From an optimization exercise on the open Yosys and OpenROAD flow, aimed at small area, a short achievable clock period and few clock cycles per item; shortcuts taken in it are not production practice.
Only simulation tests tie the RTL to the original design; equivalence was not proved.

Setup of 03-23:
Design dual_velocity_pi_feedforward, start of the top module:
module dual_velocity_pi_feedforward #(
	parameter int SPEED_WIDTH    = 16,
	parameter int GAIN_FRAC_BITS = 8
) (
	input  logic               clk,
	input  logic               arst_n,
	input  logic               sample_valid,
	output logic               sample_ready,
	input  logic signed [15:0] sample_target_a,
	input  logic signed [15:0] sample_target_b,
	input  logic signed [15:0] sample_speed_a,
	input  logic signed [15:0] sample_speed_b,
	output logic               command_valid,
	input  logic               command_ready,
	output logic signed [10:0] command_drive_a,
	output logic signed [10:0] command_drive_b,
	input  logic               cfg_valid,
	output logic               cfg_ready,
	input  logic [2:0]         cfg_index,
	input  logic [15:0]        cfg_data
);
Size in the first run: roughly 1300 flip-flops, roughly 110 I/O pins, ~95000 um^2 of cells after synthesis.
==> module dvpf_cfg, before the edit <==
module dvpf_cfg (
	input  logic                                 clk,
	input  logic                                 arst_n,
	input  logic                                 cfg_valid,
	output logic                                 cfg_ready,
	input  logic [dvpf_pkg::CFG_INDEX_WIDTH-1:0] cfg_index,
	input  logic [dvpf_pkg::CFG_DATA_WIDTH-1:0]  cfg_data,
	output dvpf_pkg::booth_t                     kf,
	output dvpf_pkg::booth_t                     ka,
	output dvpf_pkg::booth_t                     kp,
	output dvpf_pkg::booth_t                     ki,
	output logic                                 ki_top,
	output logic [dvpf_pkg::LIMIT_WIDTH-1:0]     lim_hi_n,
	output logic [dvpf_pkg::LIMIT_WIDTH-1:0]     lim_lo_n
);
	dvpf_pkg::booth_t enc;
	assign cfg_ready = 1'b1;
	assign enc       = dvpf_pkg::booth_encode(cfg_data);
	always_ff @(posedge clk or negedge arst_n) begin
		if (!arst_n) begin
			kf     <= '0;
			ka     <= '0;
			kp     <= '0;
			ki     <= '0;
			ki_top <= 1'b0;
			lim_hi_n <= ~dvpf_pkg::INTEG_UPPER_RST;
			lim_lo_n <= ~dvpf_pkg::INTEG_LOWER_RST;
		end else if (cfg_valid) begin
			case (cfg_index)
				dvpf_pkg::REG_FF_GAIN:     kf <= enc;
				dvpf_pkg::REG_ACCEL_GAIN:  ka <= enc;
				dvpf_pkg::REG_PROP_GAIN:   kp <= enc;
				dvpf_pkg::REG_ISTEP_GAIN: begin
					ki     <= enc;
					ki_top <= cfg_data[15];
				end
				dvpf_pkg::REG_INTEG_UPPER: lim_hi_n <= ~cfg_data[dvpf_pkg::LIMIT_WIDTH-1:0];
				dvpf_pkg::REG_INTEG_LOWER: lim_lo_n <= ~cfg_data[dvpf_pkg::LIMIT_WIDTH-1:0];
				default: ;
			endcase
		end
	end
endmodule
==> module dual_velocity_pi_feedforward, before the edit <==
module dual_velocity_pi_feedforward #(
	parameter int SPEED_WIDTH    = 16,
	parameter int GAIN_FRAC_BITS = 8
) (
	input  logic               clk,
	input  logic               arst_n,
	input  logic               sample_valid,
	output logic               sample_ready,
	input  logic signed [15:0] sample_target_a,
	input  logic signed [15:0] sample_target_b,
	input  logic signed [15:0] sample_speed_a,
	input  logic signed [15:0] sample_speed_b,
	output logic               command_valid,
	input  logic               command_ready,
	output logic signed [10:0] command_drive_a,
	output logic signed [10:0] command_drive_b,
	input  logic               cfg_valid,
	output logic               cfg_ready,
	input  logic [2:0]         cfg_index,
	input  logic [15:0]        cfg_data
);
	localparam int DEPTH = 5;
	localparam int CREDITS = DEPTH + 2;
	localparam int QD = CREDITS;
	dvpf_pkg::booth_t   kf, ka, kp, ki;
	logic               ki_top;
	logic [10:0]        lim_hi_n, lim_lo_n;
	logic [DEPTH-1:0]   vq;
	logic               push;
	logic signed [10:0] drive_a, drive_b;
	logic               accept, take;
	logic [4:0]         owed, owed_nx;
	logic [2:0]         head, tail, fill, head_inc, tail_inc;
	logic [21:0]        ring [QD];
	logic [21:0]        q0, stay, next;
	assign push     = vq[DEPTH-1];
	assign accept   = sample_valid & sample_ready;
	assign take     = command_valid & command_ready;
	assign head_inc = (head == 3'(QD - 1)) ? 3'd0 : head + 3'd1;
	assign tail_inc = (tail == 3'(QD - 1)) ? 3'd0 : tail + 3'd1;
	assign owed_nx  = owed + 5'(accept) - 5'(take);
	assign stay     = (fill != 3'd0) ? ring[head] : {drive_a, drive_b};
	assign next     = (fill > 3'd1) ? ring[head_inc] : {drive_a, drive_b};
	assign {command_drive_a, command_drive_b} = q0;
	always_ff @(posedge clk or negedge arst_n) begin
		if (!arst_n) begin
			vq            <= '0;
			owed          <= '0;
			sample_ready  <= 1'b0;
			command_valid <= 1'b0;
			head          <= '0;
			tail          <= '0;
			fill          <= '0;
		end else begin
			vq           <= {vq[DEPTH-2:0], accept};
			owed         <= owed_nx;
			if (accept & !take)
				sample_ready <= owed < 5'(CREDITS - 1);
			else if (take & !accept)
				sample_ready <= owed < 5'(CREDITS + 1);
			else
				sample_ready <= owed < 5'(CREDITS);
			if (take) begin
				command_valid <= (fill > 3'd1) | push;
				fill          <= fill - 3'd1 + 3'(push);
				head          <= head_inc;
			end else begin
				command_valid <= (fill != 3'd0) | push;
				fill          <= fill + 3'(push);
			end
			if (push)
				tail <= tail_inc;
		end
	end
	always_ff @(posedge clk) begin
		q0 <= take ? next : stay;
		if (push)
			ring[tail] <= {drive_a, drive_b};
	end
	dvpf_cfg u_cfg (
		.clk       (clk),
		.arst_n    (arst_n),
		.cfg_valid (cfg_valid),
		.cfg_ready (cfg_ready),
		.cfg_index (cfg_index),
		.cfg_data  (cfg_data),
		.kf        (kf),
		.ka        (ka),
		.kp        (kp),
		.ki        (ki),
		.ki_top    (ki_top),
		.lim_hi_n  (lim_hi_n),
		.lim_lo_n  (lim_lo_n)
	);
	dvpf_chan u_chan_a (
		.clk    (clk),
		.arst_n (arst_n),
		.v0     (vq[0]),
		.v2     (vq[2]),
		.kf_one (kf.one), .kf_two (kf.two), .kf_neg (kf.neg),
		.ka_one (ka.one), .ka_two (ka.two), .ka_neg (ka.neg),
		.kp_one (kp.one), .kp_two (kp.two), .kp_neg (kp.neg),
		.ki_one (ki.one), .ki_two (ki.two), .ki_neg (ki.neg),
		.ki_top (ki_top),
		.lim_hi_n (lim_hi_n),
		.lim_lo_n (lim_lo_n),
		.target (sample_target_a),
		.speed  (sample_speed_a),
		.drive  (drive_a)
	);
	dvpf_chan u_chan_b (
		.clk    (clk),
		.arst_n (arst_n),
		.v0     (vq[0]),
		.v2     (vq[2]),
		.kf_one (kf.one), .kf_two (kf.two), .kf_neg (kf.neg),
		.ka_one (ka.one), .ka_two (ka.two), .ka_neg (ka.neg),
		.kp_one (kp.one), .kp_two (kp.two), .kp_neg (kp.neg),
		.ki_one (ki.one), .ki_two (ki.two), .ki_neg (ki.neg),
		.ki_top (ki_top),
		.lim_hi_n (lim_hi_n),
		.lim_lo_n (lim_lo_n),
		.target (sample_target_b),
		.speed  (sample_speed_b),
		.drive  (drive_b)
	);
endmodule
==> flow/config.mk <==
export PLATFORM = sky130hd
export DESIGN_NAME = dual_velocity_pi_feedforward
export DESIGN_NICKNAME = dual_velocity_pi_feedforward
export VERILOG_FILES = /design/flow/design.v
export SDC_FILE = /design/flow/constraint.sdc
export NUM_CORES = 4
export LEC_CHECK = 0
export CAP_MARGIN = 20
export CORE_MARGIN = 2
export CORE_UTILIZATION = 60
export CTS_CLUSTER_DIAMETER = 100
export CTS_CLUSTER_SIZE = 30
export SLEW_MARGIN = 20
export SYNTH_HIERARCHICAL = 1
export SYNTH_MINIMUM_KEEP_SIZE = 0
==> flow/constraint.sdc <==
create_clock -name core_clock -period 11.0 [get_ports {clk}]
set_input_delay 2.2000 -clock core_clock [delete_from_list [all_inputs] [get_ports {clk}]]
set_output_delay 2.2000 -clock core_clock [all_outputs]
set_load 0.01 [all_outputs]
standard.sh (not shown) runs the stock make flow with config.mk's settings and CLKGATE_MAP_FILE= SYNTH_SCRIPT=/design/flow/synth_recipe.tcl, a recipe that flattens the netlist after the stock synthesis.
==> flow/flow/run.sh <==
#!/bin/bash
set -euo pipefail
bash standard.sh SETUP_SLACK_MARGIN=${SETUP_MARGIN:-7.7} \
	"BUFFER_PORTS_ARGS=-buffer_cell sky130_fd_sc_hd__buf_2" finish > standard.log 2>&1
03-23 finished every stage; the final checks, however, were not passed, the failures being antenna rules.
Testbench counts of 03-23, summed over its fixed seeds: cycles 16,224, items 16,000.
> inputs changed (03-23 -> 02-06)
--- a/flow/design.v
+++ b/flow/design.v
@@ -46,11 +46,19 @@
 	output logic [dvpf_pkg::LIMIT_WIDTH-1:0]     lim_hi_n,
 	output logic [dvpf_pkg::LIMIT_WIDTH-1:0]     lim_lo_n
 );
-	dvpf_pkg::booth_t enc;
+	dvpf_pkg::booth_t                     enc;
+	logic                                 wr_q;
+	logic [dvpf_pkg::CFG_INDEX_WIDTH-1:0] idx_q;
+	logic [dvpf_pkg::CFG_DATA_WIDTH-1:0]  data_q;
 	assign cfg_ready = 1'b1;
-	assign enc       = dvpf_pkg::booth_encode(cfg_data);
+	assign enc       = dvpf_pkg::booth_encode(data_q);
+	always_ff @(posedge clk) begin
+		idx_q  <= cfg_index;
+		data_q <= cfg_data;
+	end
 	always_ff @(posedge clk or negedge arst_n) begin
 		if (!arst_n) begin
+			wr_q   <= 1'b0;
 			kf     <= '0;
 			ka     <= '0;
 			kp     <= '0;
@@ -58,19 +66,22 @@
 			ki_top <= 1'b0;
 			lim_hi_n <= ~dvpf_pkg::INTEG_UPPER_RST;
 			lim_lo_n <= ~dvpf_pkg::INTEG_LOWER_RST;
-		end else if (cfg_valid) begin
-			case (cfg_index)
-				dvpf_pkg::REG_FF_GAIN:     kf <= enc;
-				dvpf_pkg::REG_ACCEL_GAIN:  ka <= enc;
-				dvpf_pkg::REG_PROP_GAIN:   kp <= enc;
-				dvpf_pkg::REG_ISTEP_GAIN: begin
-					ki     <= enc;
-					ki_top <= cfg_data[15];
-				end
-				dvpf_pkg::REG_INTEG_UPPER: lim_hi_n <= ~cfg_data[dvpf_pkg::LIMIT_WIDTH-1:0];
-				dvpf_pkg::REG_INTEG_LOWER: lim_lo_n <= ~cfg_data[dvpf_pkg::LIMIT_WIDTH-1:0];
-				default: ;
-			endcase
+		end else begin
+			wr_q <= cfg_valid;
+			if (wr_q) begin
+				case (idx_q)
+					dvpf_pkg::REG_FF_GAIN:     kf <= enc;
+					dvpf_pkg::REG_ACCEL_GAIN:  ka <= enc;
+					dvpf_pkg::REG_PROP_GAIN:   kp <= enc;
+					dvpf_pkg::REG_ISTEP_GAIN: begin
+						ki     <= enc;
+						ki_top <= data_q[15];
+					end
+					dvpf_pkg::REG_INTEG_UPPER: lim_hi_n <= ~data_q[dvpf_pkg::LIMIT_WIDTH-1:0];
+					dvpf_pkg::REG_INTEG_LOWER: lim_lo_n <= ~data_q[dvpf_pkg::LIMIT_WIDTH-1:0];
+					default: ;
+				endcase
+			end
 		end
 	end
 endmodule
@@ -5180,10 +5191,7 @@
 module dvpf_gcp (input logic gh, ph, gl, output logic g);
 	assign g = ~(gh & (ph | gl));
 endmodule
-module dual_velocity_pi_feedforward #(
-	parameter int SPEED_WIDTH    = 16,
-	parameter int GAIN_FRAC_BITS = 8
-) (
+module dual_velocity_pi_feedforward (
 	input  logic               clk,
 	input  logic               arst_n,
 	input  logic               sample_valid,
- 02-06 has completed all stages; timing, DRC and antenna checks passed.
- The die of 02-06 is larger than the one used in 03-23.
- Per the comparison of 02-06 with 03-23, footprint of the multi-input gates decreased 0.57%.
- Re worst hold margin: 02-06 and 03-23 aren't equal, and the lower value belongs to 03-23.
Testbench counts of 02-06, summed over its fixed seeds: cycles 16,224, items 16,000.

static timing again, ports no longer ideal:
Ports are ideal in the flow. The routed layouts listed here were re-timed in OpenROAD.
Step 1 (the two cells are an assumption about what drives the block):
set clk [get_ports {clk}]
set_driving_cell -lib_cell sky130_fd_sc_hd__clkbuf_16 $clk
set_driving_cell -lib_cell sky130_fd_sc_hd__buf_2 [delete_from_list [all_inputs] $clk]
Step 2 adds t to the input delays and takes it off the output delays; t is the mean of the earliest and latest rising clock arrival at the registers after step 1. Input paths then give back, and output paths get back, about the clock's delay inside the block.
a / b / c = ideal ports / drivers / drivers and shift; a / b = the first two.
run	t, ns	setup WS [ns]	hold slack, ns	worst setup path after step 2	slew at the worst register clock pin (ns)
03-23	0.821	7.539 / 7.447 / 7.115	0.314 / 0.314 / 0.314	input to register	0.12 / 0.12
02-06	0.801	7.517 / 7.434 / 7.148	0.329 / 0.329 / 0.329	input to register	0.12 / 0.12
The setup slack of 03-23, which loses most, moves by -0.092 ns with the drivers and by -0.424 ns with both steps.
